Context: an optimization exercise on an open-source flow, tuned for small area and a short achievable clock period. The choices shown serve that exercise and are no tape-out recipe.
Function was not checked in any run shown here: the RTL went through the layout flow alone.

===== design/flow/config.mk =====
export PLATFORM = sky130hd
export DESIGN_NAME = rgb_to_hsl_converter_core
export DESIGN_NICKNAME = rgb_to_hsl_converter_core
export VERILOG_FILES = /design/flow/design.v
export SDC_FILE = /design/flow/constraint.sdc
export NUM_CORES = 4
export LEC_CHECK = 0
export CAP_MARGIN = 20
export CORE_MARGIN = 2
export CORE_UTILIZATION = 40
export SETUP_SLACK_MARGIN = 2.6
export SLEW_MARGIN = 20

===== design/flow/constraint.sdc =====
create_clock -name core_clock -period 5.2 [get_ports {clk}]
set_input_delay 1.0400 -clock core_clock [delete_from_list [all_inputs] [get_ports {clk}]]
set_output_delay 1.0400 -clock core_clock [all_outputs]
set_load 0.01 [all_outputs]

===== design/flow/design.v =====
`timescale 1ns / 1ps
`timescale 1ns / 1ps
module rgb_to_hsl_converter_core #(
  parameter int HUE_BITS = 12
) (
  input  logic                clk,
  input  logic                rst,
  input  logic                start,
  output logic                busy,
  input  logic [23:0]         pixel,
  output logic                done,
  output logic [HUE_BITS-1:0] hue,
  output logic [7:0]          saturation,
  output logic [7:0]          lightness,
  output logic                achromatic
);
  assign busy = rst;
  logic       valid_in;
  logic [7:0] r_in, g_in, b_in;
  always_ff @(posedge clk) begin
    if (rst) valid_in <= 1'b0;
    else     valid_in <= start;
  end
  always_ff @(posedge clk) begin
    r_in <= pixel[23:16];
    g_in <= pixel[15:8];
    b_in <= pixel[7:0];
  end
  logic f1_rg, f1_rb, f1_gb;
  logic [2:0] f1_hs, f1_ls, f1_ps, f1_qs;
  logic [1:0] f1_off;
  assign f1_rg = r_in >= g_in;
  assign f1_rb = r_in >= b_in;
  assign f1_gb = g_in >= b_in;
  assign f1_hs[0] = f1_rg & f1_rb;
  assign f1_hs[1] = ~f1_hs[0] & f1_gb;
  assign f1_hs[2] = ~f1_hs[0] & ~f1_gb;
  assign f1_ls[2] = f1_rb & f1_gb;
  assign f1_ls[1] = ~f1_ls[2] & f1_rg;
  assign f1_ls[0] = ~f1_ls[2] & ~f1_rg;
  assign f1_ps = {f1_hs[1], f1_hs[0], f1_hs[2]};
  assign f1_qs = {f1_hs[0], f1_hs[2], f1_hs[1]};
  assign f1_off = f1_hs[0] ? (f1_gb ? 2'd0 : 2'd3) : (f1_hs[1] ? 2'd1 : 2'd2);
  logic [7:0] r_c0;
  logic [7:0] g_c0;
  logic [7:0] b_c0;
  logic [2:0] hs_c0;
  logic [2:0] ls_c0;
  logic [2:0] ps_c0;
  logic [2:0] qs_c0;
  logic [1:0] off_c0;
  logic valid_c0;
  always_ff @(posedge clk) begin
    if (rst) valid_c0 <= 1'b0;
    else     valid_c0 <= valid_in;
  end
  always_ff @(posedge clk) begin
    r_c0 <= r_in;
    g_c0 <= g_in;
    b_c0 <= b_in;
    hs_c0 <= f1_hs;
    ls_c0 <= f1_ls;
    ps_c0 <= f1_ps;
    qs_c0 <= f1_qs;
    off_c0 <= f1_off;
  end
  logic [7:0] f2_hi, f2_lo, f2_d, f2_p, f2_q;
  logic [8:0] f2_sum, f2_x;
  assign f2_hi  = ({8{hs_c0[0]}} & r_c0) | ({8{hs_c0[1]}} & g_c0) | ({8{hs_c0[2]}} & b_c0);
  assign f2_lo  = ({8{ls_c0[0]}} & r_c0) | ({8{ls_c0[1]}} & g_c0) | ({8{ls_c0[2]}} & b_c0);
  assign f2_p   = ({8{ps_c0[0]}} & r_c0) | ({8{ps_c0[1]}} & g_c0) | ({8{ps_c0[2]}} & b_c0);
  assign f2_q   = ({8{qs_c0[0]}} & r_c0) | ({8{qs_c0[1]}} & g_c0) | ({8{qs_c0[2]}} & b_c0);
  assign f2_d   = f2_hi - f2_lo;
  assign f2_sum = {1'b0, f2_hi} + {1'b0, f2_lo};
  assign f2_x   = {1'b0, f2_p} - {1'b0, f2_q};
  logic [1:0] off_c1;
  logic [7:0] d_c1;
  logic [8:0] sum_c1;
  logic [8:0] x_c1;
  logic valid_c1;
  always_ff @(posedge clk) begin
    if (rst) valid_c1 <= 1'b0;
    else     valid_c1 <= valid_c0;
  end
  always_ff @(posedge clk) begin
    off_c1 <= off_c0;
    d_c1 <= f2_d;
    sum_c1 <= f2_sum;
    x_c1 <= f2_x;
  end
  logic [9:0]  f3_v;
  logic [10:0] f3_num;
  logic [7:0]  f3_den, f3_light;
  assign f3_v     = {2'b0, d_c1} + {1'b0, d_c1, 1'b0};    
  logic [10:0] f3_a, f3_b, f3_c, f3_cs, f3_cc;
  assign f3_a  = off_c1[0] ? {2'b0, d_c1, 1'b0} : 11'd0;
  assign f3_b  = off_c1[1] ? {1'b0, d_c1, 2'b0} : 11'd0;
  assign f3_c  = {{2{x_c1[8]}}, x_c1};
  assign f3_cs = f3_a ^ f3_b ^ f3_c;
  assign f3_cc = {(f3_a[9:0] & f3_b[9:0]) | (f3_a[9:0] & f3_c[9:0]) | (f3_b[9:0] & f3_c[9:0]), 1'b0};
  assign f3_num = f3_cs + f3_cc;
  assign f3_den   = sum_c1[8] ? 8'(9'd510 - sum_c1) : sum_c1[7:0];
  assign f3_light = 8'(({1'b0, sum_c1} + 10'd1) >> 1);
  logic [7:0] d_c2;
  logic [9:0] v_c2;
  logic [9:0] hr_c2;
  logic hb_c2;
  logic [7:0] den_c2;
  logic [7:0] light_c2;
  logic valid_c2;
  always_ff @(posedge clk) begin
    if (rst) valid_c2 <= 1'b0;
    else     valid_c2 <= valid_c1;
  end
  always_ff @(posedge clk) begin
    d_c2 <= d_c1;
    v_c2 <= f3_v;
    hr_c2 <= f3_num[10:1];
    hb_c2 <= f3_num[0];
    den_c2 <= f3_den;
    light_c2 <= f3_light;
  end
  logic [8:0] sp_slb;
  logic [7:0] sp_dm1;
  assign sp_slb = {2'b0, den_c2[7:1]} - {1'b0, d_c2};
  assign sp_dm1 = d_c2 - 8'd1;
  logic [10:0] h0_t;
  logic [11:0] h0_df;
  logic [9:0]  h0_r;
  assign h0_t  = {hr_c2, hb_c2};
  assign h0_df = {1'b0, h0_t} - {2'b0, v_c2};
  assign h0_r  = h0_df[11] ? h0_t[9:0] : h0_df[9:0];
  logic [9:0] v_c3;
  logic [9:0] hr_c3;
  logic [7:0] den_c3;
  logic [7:0] light_c3;
  logic [7:0] sr_c3;
  logic [7:0] sl_c3;
  logic hq_c3;
  logic valid_c3;
  always_ff @(posedge clk) begin
    if (rst) valid_c3 <= 1'b0;
    else     valid_c3 <= valid_c2;
  end
  always_ff @(posedge clk) begin
    v_c3 <= v_c2;
    hr_c3 <= h0_r;
    den_c3 <= den_c2;
    light_c3 <= light_c2;
    sr_c3 <= (sp_slb[8] ? sp_dm1 : d_c2);
    sl_c3 <= sp_slb[7:0];
    hq_c3 <= ~h0_df[11];
  end
  logic [8:0] s0_t;
  logic [9:0] s0_df;
  logic [7:0] s0_r;
  assign s0_t  = {sr_c3, sl_c3[7]};
  assign s0_df = {1'b0, s0_t} - {2'b0, den_c3};
  assign s0_r  = s0_df[9] ? s0_t[7:0] : s0_df[7:0];
  logic [10:0] h1_t;
  logic [11:0] h1_df;
  logic [9:0]  h1_r;
  assign h1_t  = {hr_c3, 1'b0};
  assign h1_df = {1'b0, h1_t} - {2'b0, v_c3};
  assign h1_r  = h1_df[11] ? h1_t[9:0] : h1_df[9:0];
  logic [1:0] h1_q;
  assign h1_q = {hq_c3, ~h1_df[11]};
  logic [9:0] v_c4;
  logic [9:0] hr_c4;
  logic [7:0] den_c4;
  logic [7:0] light_c4;
  logic [7:0] sr_c4;
  logic [7:0] sl_c4;
  logic [1:0] hq_c4;
  logic sq_c4;
  logic valid_c4;
  always_ff @(posedge clk) begin
    if (rst) valid_c4 <= 1'b0;
    else     valid_c4 <= valid_c3;
  end
  always_ff @(posedge clk) begin
    v_c4 <= v_c3;
    hr_c4 <= h1_r;
    den_c4 <= den_c3;
    light_c4 <= light_c3;
    sr_c4 <= s0_r;
    sl_c4 <= sl_c3;
    hq_c4 <= h1_q;
    sq_c4 <= ~s0_df[9];
  end
  logic [8:0] s1_t;
  logic [9:0] s1_df;
  logic [7:0] s1_r;
  assign s1_t  = {sr_c4, sl_c4[6]};
  assign s1_df = {1'b0, s1_t} - {2'b0, den_c4};
  assign s1_r  = s1_df[9] ? s1_t[7:0] : s1_df[7:0];
  logic [1:0] s1_q;
  assign s1_q = {sq_c4, ~s1_df[9]};
  logic [10:0] h2_t;
  logic [11:0] h2_df;
  logic [9:0]  h2_r;
  assign h2_t  = {hr_c4, 1'b0};
  assign h2_df = {1'b0, h2_t} - {2'b0, v_c4};
  assign h2_r  = h2_df[11] ? h2_t[9:0] : h2_df[9:0];
  logic [2:0] h2_q;
  assign h2_q = {hq_c4, ~h2_df[11]};
  logic [9:0] v_c5;
  logic [9:0] hr_c5;
  logic [7:0] den_c5;
  logic [7:0] light_c5;
  logic [7:0] sr_c5;
  logic [7:0] sl_c5;
  logic [2:0] hq_c5;
  logic [1:0] sq_c5;
  logic valid_c5;
  always_ff @(posedge clk) begin
    if (rst) valid_c5 <= 1'b0;
    else     valid_c5 <= valid_c4;
  end
  always_ff @(posedge clk) begin
    v_c5 <= v_c4;
    hr_c5 <= h2_r;
    den_c5 <= den_c4;
    light_c5 <= light_c4;
    sr_c5 <= s1_r;
    sl_c5 <= sl_c4;
    hq_c5 <= h2_q;
    sq_c5 <= s1_q;
  end
  logic [8:0] s2_t;
  logic [9:0] s2_df;
  logic [7:0] s2_r;
  assign s2_t  = {sr_c5, sl_c5[5]};
  assign s2_df = {1'b0, s2_t} - {2'b0, den_c5};
  assign s2_r  = s2_df[9] ? s2_t[7:0] : s2_df[7:0];
  logic [2:0] s2_q;
  assign s2_q = {sq_c5, ~s2_df[9]};
  logic [10:0] h3_t;
  logic [11:0] h3_df;
  logic [9:0]  h3_r;
  assign h3_t  = {hr_c5, v_c5[9]};
  assign h3_df = {1'b0, h3_t} - {2'b0, v_c5};
  assign h3_r  = h3_df[11] ? h3_t[9:0] : h3_df[9:0];
  logic [3:0] h3_q;
  assign h3_q = {hq_c5, ~h3_df[11]};
  logic [9:0] v_c6;
  logic [9:0] hr_c6;
  logic [7:0] den_c6;
  logic [7:0] light_c6;
  logic [7:0] sr_c6;
  logic [7:0] sl_c6;
  logic [3:0] hq_c6;
  logic [2:0] sq_c6;
  logic valid_c6;
  always_ff @(posedge clk) begin
    if (rst) valid_c6 <= 1'b0;
    else     valid_c6 <= valid_c5;
  end
  always_ff @(posedge clk) begin
    v_c6 <= v_c5;
    hr_c6 <= h3_r;
    den_c6 <= den_c5;
    light_c6 <= light_c5;
    sr_c6 <= s2_r;
    sl_c6 <= sl_c5;
    hq_c6 <= h3_q;
    sq_c6 <= s2_q;
  end
  logic [8:0] s3_t;
  logic [9:0] s3_df;
  logic [7:0] s3_r;
  assign s3_t  = {sr_c6, sl_c6[4]};
  assign s3_df = {1'b0, s3_t} - {2'b0, den_c6};
  assign s3_r  = s3_df[9] ? s3_t[7:0] : s3_df[7:0];
  logic [3:0] s3_q;
  assign s3_q = {sq_c6, ~s3_df[9]};
  logic [10:0] h4_t;
  logic [11:0] h4_df;
  logic [9:0]  h4_r;
  assign h4_t  = {hr_c6, v_c6[8]};
  assign h4_df = {1'b0, h4_t} - {2'b0, v_c6};
  assign h4_r  = h4_df[11] ? h4_t[9:0] : h4_df[9:0];
  logic [4:0] h4_q;
  assign h4_q = {hq_c6, ~h4_df[11]};
  logic [9:0] v_c7;
  logic [9:0] hr_c7;
  logic [7:0] den_c7;
  logic [7:0] light_c7;
  logic [7:0] sr_c7;
  logic [7:0] sl_c7;
  logic [4:0] hq_c7;
  logic [3:0] sq_c7;
  logic valid_c7;
  always_ff @(posedge clk) begin
    if (rst) valid_c7 <= 1'b0;
    else     valid_c7 <= valid_c6;
  end
  always_ff @(posedge clk) begin
    v_c7 <= v_c6;
    hr_c7 <= h4_r;
    den_c7 <= den_c6;
    light_c7 <= light_c6;
    sr_c7 <= s3_r;
    sl_c7 <= sl_c6;
    hq_c7 <= h4_q;
    sq_c7 <= s3_q;
  end
  logic [8:0] s4_t;
  logic [9:0] s4_df;
  logic [7:0] s4_r;
  assign s4_t  = {sr_c7, sl_c7[3]};
  assign s4_df = {1'b0, s4_t} - {2'b0, den_c7};
  assign s4_r  = s4_df[9] ? s4_t[7:0] : s4_df[7:0];
  logic [4:0] s4_q;
  assign s4_q = {sq_c7, ~s4_df[9]};
  logic [10:0] h5_t;
  logic [11:0] h5_df;
  logic [9:0]  h5_r;
  assign h5_t  = {hr_c7, v_c7[7]};
  assign h5_df = {1'b0, h5_t} - {2'b0, v_c7};
  assign h5_r  = h5_df[11] ? h5_t[9:0] : h5_df[9:0];
  logic [5:0] h5_q;
  assign h5_q = {hq_c7, ~h5_df[11]};
  logic [9:0] v_c8;
  logic [9:0] hr_c8;
  logic [7:0] den_c8;
  logic [7:0] light_c8;
  logic [7:0] sr_c8;
  logic [7:0] sl_c8;
  logic [5:0] hq_c8;
  logic [4:0] sq_c8;
  logic valid_c8;
  always_ff @(posedge clk) begin
    if (rst) valid_c8 <= 1'b0;
    else     valid_c8 <= valid_c7;
  end
  always_ff @(posedge clk) begin
    v_c8 <= v_c7;
    hr_c8 <= h5_r;
    den_c8 <= den_c7;
    light_c8 <= light_c7;
    sr_c8 <= s4_r;
    sl_c8 <= sl_c7;
    hq_c8 <= h5_q;
    sq_c8 <= s4_q;
  end
  logic [8:0] s5_t;
  logic [9:0] s5_df;
  logic [7:0] s5_r;
  assign s5_t  = {sr_c8, sl_c8[2]};
  assign s5_df = {1'b0, s5_t} - {2'b0, den_c8};
  assign s5_r  = s5_df[9] ? s5_t[7:0] : s5_df[7:0];
  logic [5:0] s5_q;
  assign s5_q = {sq_c8, ~s5_df[9]};
  logic [10:0] h6_t;
  logic [11:0] h6_df;
  logic [9:0]  h6_r;
  assign h6_t  = {hr_c8, v_c8[6]};
  assign h6_df = {1'b0, h6_t} - {2'b0, v_c8};
  assign h6_r  = h6_df[11] ? h6_t[9:0] : h6_df[9:0];
  logic [6:0] h6_q;
  assign h6_q = {hq_c8, ~h6_df[11]};
  logic [9:0] v_c9;
  logic [9:0] hr_c9;
  logic [7:0] den_c9;
  logic [7:0] light_c9;
  logic [7:0] sr_c9;
  logic [7:0] sl_c9;
  logic [6:0] hq_c9;
  logic [5:0] sq_c9;
  logic valid_c9;
  always_ff @(posedge clk) begin
    if (rst) valid_c9 <= 1'b0;
    else     valid_c9 <= valid_c8;
  end
  always_ff @(posedge clk) begin
    v_c9 <= v_c8;
    hr_c9 <= h6_r;
    den_c9 <= den_c8;
    light_c9 <= light_c8;
    sr_c9 <= s5_r;
    sl_c9 <= sl_c8;
    hq_c9 <= h6_q;
    sq_c9 <= s5_q;
  end
  logic [8:0] s6_t;
  logic [9:0] s6_df;
  logic [7:0] s6_r;
  assign s6_t  = {sr_c9, sl_c9[1]};
  assign s6_df = {1'b0, s6_t} - {2'b0, den_c9};
  assign s6_r  = s6_df[9] ? s6_t[7:0] : s6_df[7:0];
  logic [6:0] s6_q;
  assign s6_q = {sq_c9, ~s6_df[9]};
  logic [10:0] h7_t;
  logic [11:0] h7_df;
  logic [9:0]  h7_r;
  assign h7_t  = {hr_c9, v_c9[5]};
  assign h7_df = {1'b0, h7_t} - {2'b0, v_c9};
  assign h7_r  = h7_df[11] ? h7_t[9:0] : h7_df[9:0];
  logic [7:0] h7_q;
  assign h7_q = {hq_c9, ~h7_df[11]};
  logic [9:0] v_c10;
  logic [9:0] hr_c10;
  logic [7:0] den_c10;
  logic [7:0] light_c10;
  logic [7:0] sr_c10;
  logic [7:0] sl_c10;
  logic [7:0] hq_c10;
  logic [6:0] sq_c10;
  logic valid_c10;
  always_ff @(posedge clk) begin
    if (rst) valid_c10 <= 1'b0;
    else     valid_c10 <= valid_c9;
  end
  always_ff @(posedge clk) begin
    v_c10 <= v_c9;
    hr_c10 <= h7_r;
    den_c10 <= den_c9;
    light_c10 <= light_c9;
    sr_c10 <= s6_r;
    sl_c10 <= sl_c9;
    hq_c10 <= h7_q;
    sq_c10 <= s6_q;
  end
  logic [8:0] s7_t;
  logic [9:0] s7_df;
  logic [7:0] s7_r;
  assign s7_t  = {sr_c10, sl_c10[0]};
  assign s7_df = {1'b0, s7_t} - {2'b0, den_c10};
  assign s7_r  = s7_df[9] ? s7_t[7:0] : s7_df[7:0];
  logic [7:0] s7_q;
  assign s7_q = {sq_c10, ~s7_df[9]};
  logic [10:0] h8_t;
  logic [11:0] h8_df;
  logic [9:0]  h8_r;
  assign h8_t  = {hr_c10, v_c10[4]};
  assign h8_df = {1'b0, h8_t} - {2'b0, v_c10};
  assign h8_r  = h8_df[11] ? h8_t[9:0] : h8_df[9:0];
  logic [8:0] h8_q;
  assign h8_q = {hq_c10, ~h8_df[11]};
  logic [9:0] v_c11;
  logic [9:0] hr_c11;
  logic [7:0] light_c11;
  logic [8:0] hq_c11;
  logic [7:0] sq_c11;
  logic valid_c11;
  always_ff @(posedge clk) begin
    if (rst) valid_c11 <= 1'b0;
    else     valid_c11 <= valid_c10;
  end
  always_ff @(posedge clk) begin
    v_c11 <= v_c10;
    hr_c11 <= h8_r;
    light_c11 <= light_c10;
    hq_c11 <= h8_q;
    sq_c11 <= s7_q;
  end
  logic [10:0] h9_t;
  logic [11:0] h9_df;
  logic [9:0]  h9_r;
  assign h9_t  = {hr_c11, v_c11[3]};
  assign h9_df = {1'b0, h9_t} - {2'b0, v_c11};
  assign h9_r  = h9_df[11] ? h9_t[9:0] : h9_df[9:0];
  logic [9:0] h9_q;
  assign h9_q = {hq_c11, ~h9_df[11]};
  logic [9:0] v_c12;
  logic [9:0] hr_c12;
  logic [7:0] light_c12;
  logic [9:0] hq_c12;
  logic [7:0] sq_c12;
  logic valid_c12;
  always_ff @(posedge clk) begin
    if (rst) valid_c12 <= 1'b0;
    else     valid_c12 <= valid_c11;
  end
  always_ff @(posedge clk) begin
    v_c12 <= v_c11;
    hr_c12 <= h9_r;
    light_c12 <= light_c11;
    hq_c12 <= h9_q;
    sq_c12 <= sq_c11;
  end
  logic [10:0] h10_t;
  logic [11:0] h10_df;
  logic [9:0]  h10_r;
  assign h10_t  = {hr_c12, v_c12[2]};
  assign h10_df = {1'b0, h10_t} - {2'b0, v_c12};
  assign h10_r  = h10_df[11] ? h10_t[9:0] : h10_df[9:0];
  logic [10:0] h10_q;
  assign h10_q = {hq_c12, ~h10_df[11]};
  logic [9:0] v_c13;
  logic [9:0] hr_c13;
  logic [7:0] light_c13;
  logic [10:0] hq_c13;
  logic [7:0] sq_c13;
  logic valid_c13;
  always_ff @(posedge clk) begin
    if (rst) valid_c13 <= 1'b0;
    else     valid_c13 <= valid_c12;
  end
  always_ff @(posedge clk) begin
    v_c13 <= v_c12;
    hr_c13 <= h10_r;
    light_c13 <= light_c12;
    hq_c13 <= h10_q;
    sq_c13 <= sq_c12;
  end
  logic [10:0] h11_t;
  logic [11:0] h11_df;
  logic [9:0]  h11_r;
  assign h11_t  = {hr_c13, v_c13[1]};
  assign h11_df = {1'b0, h11_t} - {2'b0, v_c13};
  assign h11_r  = h11_df[11] ? h11_t[9:0] : h11_df[9:0];
  logic [11:0] h11_q;
  assign h11_q = {hq_c13, ~h11_df[11]};
  logic h11_gray;
  assign h11_gray = (v_c13 == 10'd0);
  always_ff @(posedge clk) begin
    if (rst) done <= 1'b0;
    else     done <= valid_c13;
  end
  always_ff @(posedge clk) begin
    hue        <= h11_gray ? 12'd0 : h11_q;
    saturation <= h11_gray ? 8'd0 : sq_c13;
    lightness  <= light_c13;
    achromatic <= h11_gray;
  end
endmodule

===== design/flow/run.sh =====
#!/bin/bash
# synth_recipe.tcl (not shown) runs the flow's synth.tcl, then flattens the netlist and writes it again
# the make line also repeats each setting of config.mk as NAME=value (left out here)
make -C /OpenROAD-flow-scripts/flow DESIGN_CONFIG=/design/flow/config.mk WORK_HOME=/design/flow/orfs CLKGATE_MAP_FILE= SYNTH_SCRIPT=/design/flow/synth_recipe.tcl finish

==> results of run 1 <==
==> critical path: cells and delay by family (launching register included) <==
kind | cells | cell delay (ns)
AO/OA/AOI/OAI | 4 | 0.52
XOR/XNOR | 1 | 0.12
adder cells (fa/ha/maj) | 3 | 0.99
flip-flops | 1 | 0.36
AND/OR/NAND/NOR | 2 | 0.60
==> cells in the mapped netlist, types with 8 or more instances <==
cell / number
xnor2_1: 90
a31oi_1: 12
a21oi_1: 76
a21o_1: 30
nor2b_1: 64
mux2i_1: 14
o2111ai_1: 20
nor3_1: 21
o21ai_0: 168
nand4_1: 12
o311a_1: 13
mux2_2: 28
or4_1: 13
or3_1: 8
nand2b_1: 39
ha_1: 258
and2_1: 42
nand2_1: 119
fa_1: 31
dfxtp_1: 753
a21boi_0: 16
o31ai_1: 33
a222oi_1: 32
nor2_1: 110
inv_1: 311
buf_2: 9
nand3_1: 69
o21a_1: 29
xor2_1: 52
clkbuf_1: 14
mux2_1: 8
o21bai_1: 8
o31a_1: 9
o41ai_1: 10
==> layout make-up <==
class	instances	share of cell area [%]
clock buffers	98	6.50
multi-input cells	1507	36.4
flip-flops and latches	753	46.1
well taps	940	3.60
repair buffers	68	1.99
clock inverters	40	1.86
inverters	311	3.57
==> stage by stage <==
| step | hold WS (ns) |
|---|---|
| 2_1_floorplan | 0.310 |
| 3_3_place_gp | 0.310 |
| 3_5_place_dp | 0.312 |
| 4_1_cts | 0.311 |
| 5_1_grt | 0.324 |
| 6_report | 0.309 |
==> path summary, 6_finish.rpt <==
| check | to | slack, ns | depth (start not counted) |
|---|---|---|---|
| worst max-delay path | hr_c2[9] | 2.51 | 10 |
| worst min-delay path | sq_c13[1] | 0.31 | 0 |
| worst max register to register | hr_c2[9] | 2.51 | 10 |
| worst min register to register | sq_c13[1] | 0.31 | 0 |
==> cells by family after synthesis <==
| kind of cell | count (synthesis) | synth area share, % |
|---|---|---|
| flops | 753 | 53.4 |
| simple gates | 518 | 9.15 |
| compound gates | 508 | 12.7 |
| buf+inv | 343 | 4.76 |
| fa+ha+maj | 289 | 13.6 |
| xor+xnor | 142 | 4.41 |
| mux | 50 | 1.93 |
==> what timing repair did <==
action,4_1_cts,5_1_grt
buffers inserted,5,6
pin swaps,3,8
gates resized for setup,19,24
gates cloned,0,0
endpoints found under the setup margin,12,26
hold buffers,0,0
==> metal layers <==
layer  wire, um  part of all wire [%]  GRT usage [%]
met1      20600                    43           14.9
met5          0                     0              0
met3       1800                   3.7           2.80
met2      24300                    51           24.0
met4       1370                   2.8           4.97
==> impl_metrics.ini, run 1 <==
[outcome]
status = finished clean

[finish]
fillers = 6403
largest-register = hue
largest_reg_flops = 12
antenna_cells_inserted = 0
largestRegisters = hue (12), hq_c13 (11)
final_nets = 3033
final_util_pct = 46.8
fin_area_mm2 = 0.0327
final_cell_mix = 745 x dfxtp_1, 311 x inv_1, 255 x ha_1
multiInputGateArea_mm2 = 0.0119
final_cells = 3717
final_common_cell = dfxtp_1
register_area_mm2 = 0.0151
syn2layout_area_growth_pct = 16.0
drive_above_1_share_pct = 8.61

[logic_synthesis]
synth_flop_cell = dfxtp_1
synth_seq_cells = 753
avgSynthCellArea_um2 = 10.8
ys_types = 58
yosysSeqAreaShare_pct = 53.4
synthTopCellsByArea = dfxtp_1 53%, ha_1 11%, inv_1 4.1%, o21ai_0 3.0%, xnor2_1 2.8%
synth_area_mm2 = 0.0282
syn_nets = 2919
yosysTopAreaCellShare_pct = 53.4
synth_edf_count = 0
synth_top_area_cell = dfxtp_1
ys_warn_count = 1
syn_inst = 2603
async_flop_share_pct = 0

[cts]
tritoncts = done
clock-root-buffer = clkbuf_16
clk_pin_slew_ns = 0.06
clock_latency_ns = 0.62
cts.sinks = 753
cts_made_buffers = 76
h-tree-depth = 3
clockBufferDepth = 3

[sta]
hold_violations = 0
worstMarginPinSlew_ns = 0.995
relSlewSlack_pct = 33.7
layout_setup_ws_ns = 2.51
fmax_ghz = 0.372
finClkSkew_ns = 0.0245
setup_viol = 0
post-route-period-util_pct = 51.7
period_needed_ns = 2.69
rsz0062_at_grt = true
final.setup.tns_ns = 0
drv_slew = 0

[worst_setup_path]
cpMostUsedCell = o21ai_2
cp_slowest_cell = fa_1
worstPathArrival_ns = 3.22
critPathCaptureType = register
cp-startpoint = off_c1[0]
crit_path_cell_trace = and2_1 > fa_1 > ha_2 > fa_2 > a21o_1 > a21oi_2 > o21ai_2 > or4_4 > o21ai_2 > xnor2_1
critPathLaunchType = register
crit_fanout = 8
slowest_delay_ns = 0.45
crit_required_ns = 5.74
critPathKind = reg2reg
r2r_start = off_c1[0]

[worst_hold_path]
hold_path.class = reg2reg
min_from = sq_c12[1]

[route]
post_drt_wl_per_cell_um = 12.9
dr.pass1.iters = 11
drt-initial-drc-count = 988
dr_total_vias = 17700
postRouteAntennaNets = 0
avgViaCountPerCell = 4.78
wl_um = 48100
drc_errors = 0

[placement]
gp_congestion = 0.847
io_buffer_count = 57
dpl.cell_count = 3568
place_area_mm2 = 0.0298
preCtsSetupSlack_ns = 1.67
post-dp-hpwl_um = 35900

[floorplanning]
die_w_um = 270
num_io_pins = 58
dieArea_mm2 = 0.0727
num_rows = 97
initial_core_util_pct = 40.4
die_h_um = 270
coreArea_mm2 = 0.0699

[global_route]
grt_pass1_vias = 18000
antenna_found_initial = 0
overflow = 0
grt_pass1_wl_um = 81800
grt_max_degree = 25
grt_usage_pct = 13.1

[flow_run]
cap_violations = 0
==> inputs of run 2 (changes only) <==
--- a/design/flow/config.mk
+++ b/design/flow/config.mk
@@ -9,4 +9,3 @@
 export CORE_MARGIN = 2
 export CORE_UTILIZATION = 40
-export SETUP_SLACK_MARGIN = 2.6
 export SLEW_MARGIN = 20
==> impl_metrics.ini, run 2 <==
[outcome]
status = finished clean

[logic_synthesis]
synth_top_area_cell = dfxtp_1
synth_area_mm2 = 0.0282
avgSynthCellArea_um2 = 10.8
ys_types = 58
synth_flop_cell = dfxtp_1
synth_seq_cells = 753
yosys.cell_count.top_type = dfxtp_1
yosysSeqAreaShare_pct = 53.4
yosysTopAreaCellShare_pct = 53.4
async_flop_share_pct = 0
yosys-top-cells-count = 753 x dfxtp_1, 311 x inv_1, 258 x ha_1
syn_nets = 2919
synth_edf_count = 0
ys_warn_count = 1
syn_inst = 2603
synthTopCellsByArea = dfxtp_1 53%, ha_1 11%, inv_1 4.1%, o21ai_0 3.0%, xnor2_1 2.8%

[finish]
drive_above_1_share_pct = 7.26
final_common_cell = dfxtp_1
largestRegisters = hue (12), hq_c13 (11)
largest-register = hue
final_nets = 3023
antenna_cells_inserted = 0
largest_reg_flops = 12
final_util_pct = 46.5
final_cells = 3708
syn2layout_area_growth_pct = 15.1
fin_area_mm2 = 0.0325
final_cell_mix = 753 x dfxtp_1, 311 x inv_1, 258 x ha_1

[global_route]
grt_pass1_vias = 17800
grt_pass1_wl_um = 81300
antenna_found_initial = 0
grt_max_degree = 25
grt_usage_pct = 13.1
overflow = 0

[sta]
rsz0062_at_grt = false
relSlewSlack_pct = 33.8
drv_slew = 0
worstMarginPinSlew_ns = 0.992
period_needed_ns = 3.52
post-route-period-util_pct = 67.6
setup_viol = 0
hold_violations = 0
fmax_ghz = 0.284
final.setup.tns_ns = 0
finClkSkew_ns = 0.0156

[floorplanning]
num_io_pins = 58
num_rows = 97
coreArea_mm2 = 0.0699
die_w_um = 270
initial_core_util_pct = 40.4
die_h_um = 270
dieArea_mm2 = 0.0727

[worst_setup_path]
critPathLaunchType = input pin
worstPathArrival_ns = 2.48
crit_fanout = 17
crit_path_cell_trace = clkdlybuf4s50_1 > clkdlybuf4s50_1
cp_slowest_cell = clkdlybuf4s50_1
critPathKind = in2out
slowest_delay_ns = 0.80
critical_path.top_delay_family = buffers and inverters
critPathBufInv = 2
crit_required_ns = 4.16
critPathCaptureType = output port
cpMostUsedCell = clkdlybuf4s50_1

[cts]
ctsHoldBuffers = 0
clock_latency_ns = 0.61
tritoncts = done
h-tree-depth = 3
cts.sinks = 753
cts_resized = 0
cts_made_buffers = 77
clk_pin_slew_ns = 0.06
cts_setup_buffers = 0
clockBufferDepth = 3
clock-root-buffer = clkbuf_16

[placement]
place_area_mm2 = 0.0298
dpl.cell_count = 3568
io_buffer_count = 57
gp_congestion = 0.852
post-dp-hpwl_um = 35900

[worst_hold_path]
hold_path.class = reg2reg

[route]
postRouteAntennaNets = 0
dr_total_vias = 17700
avgViaCountPerCell = 4.77
dr.pass1.iters = 9
wl_um = 47600
post_drt_wl_per_cell_um = 12.8
drc_errors = 0
drt-initial-drc-count = 969

[flow_run]
cap_violations = 0
[run 2: kinds of logic after synthesis]
| group | after synthesis | synth area share (%) |
|---|---|---|
| compound gates | 508 | 12.7 |
| xor+xnor | 142 | 4.41 |
| fa+ha+maj | 289 | 13.6 |
| buf+inv | 343 | 4.76 |
| flops | 753 | 53.4 |
| mux | 50 | 1.93 |
| simple gates | 518 | 9.15 |
[run 2: path summary, 6_finish.rpt]
kind             start   endpoint  slack [ns]  cells past startpoint
max                rst       busy        1.68                      2
min          sq_c10[6]  sq_c11[7]        0.32                      0
max reg2reg   ps_c0[1]    d_c1[7]        2.12                      9
min reg2reg  sq_c10[6]  sq_c11[7]        0.32                      0
[run 2: routing by layer]
layer | vias to the layer above | global-route usage (%) | share of wire [%]
li1 | 9109 | - | -
met5 | - | 0 | 0
met1 | 8158 | 14.9 | 43
met2 | 293 | 23.7 | 50
met4 | 0 | 5.12 | 3.0
met3 | 109 | 2.80 | 3.6
[run 2: cell type report]
cell class	count	area [um2]
timing repair buffer	57	571
clock inverter	44	561
sequential	753	15100
multi-input combinational	1507	11800
inverter	311	1170
clock buffer	96	2130
tap	940	1180
fill	6432	37400
[run 2: stage by stage]
step,worst slack [ns],hold slack (ns)
floorplan,2.52,0.310
global placement,1.70,0.310
detailed placement,1.65,0.312
CTS,1.66,0.323
global route,1.57,0.322
finish,1.68,0.320

port drivers added, routing unchanged:
The results above use ideal ports. As a check the final layouts listed here were re-extracted and re-timed, cells and wires unchanged.
Step 1: set_driving_cell puts a clkbuf_16 on clk and a buf_2 on each other input, an assumption about the parent block.
Step 2 moves the port delays by t, midway between the first and last clock arrival at a register: inputs arrive t later, outputs are due t later. That takes back most of the time a late clock gives input paths.
Slacks: ideal ports / drivers / drivers and shift; pairs: ideal ports / drivers.
run | t (ns) | setup WS [ns] | worst setup path after step 2 | slew at the worst register clock pin (ns) | worst slew at a driven data input, ns
run 1 | 0.667 | 2.512 / 2.512 / 2.512 | register to register | 0.07 / 0.07 | 0.04
run 2 | 0.661 | 1.683 / 1.659 / 1.659 | input to output | 0.07 / 0.07 | 0.04
After both steps every run listed still meets setup and hold. For run 2, which loses most, drivers alone change the setup slack by -0.024 ns; drivers and shift together by -0.024 ns.
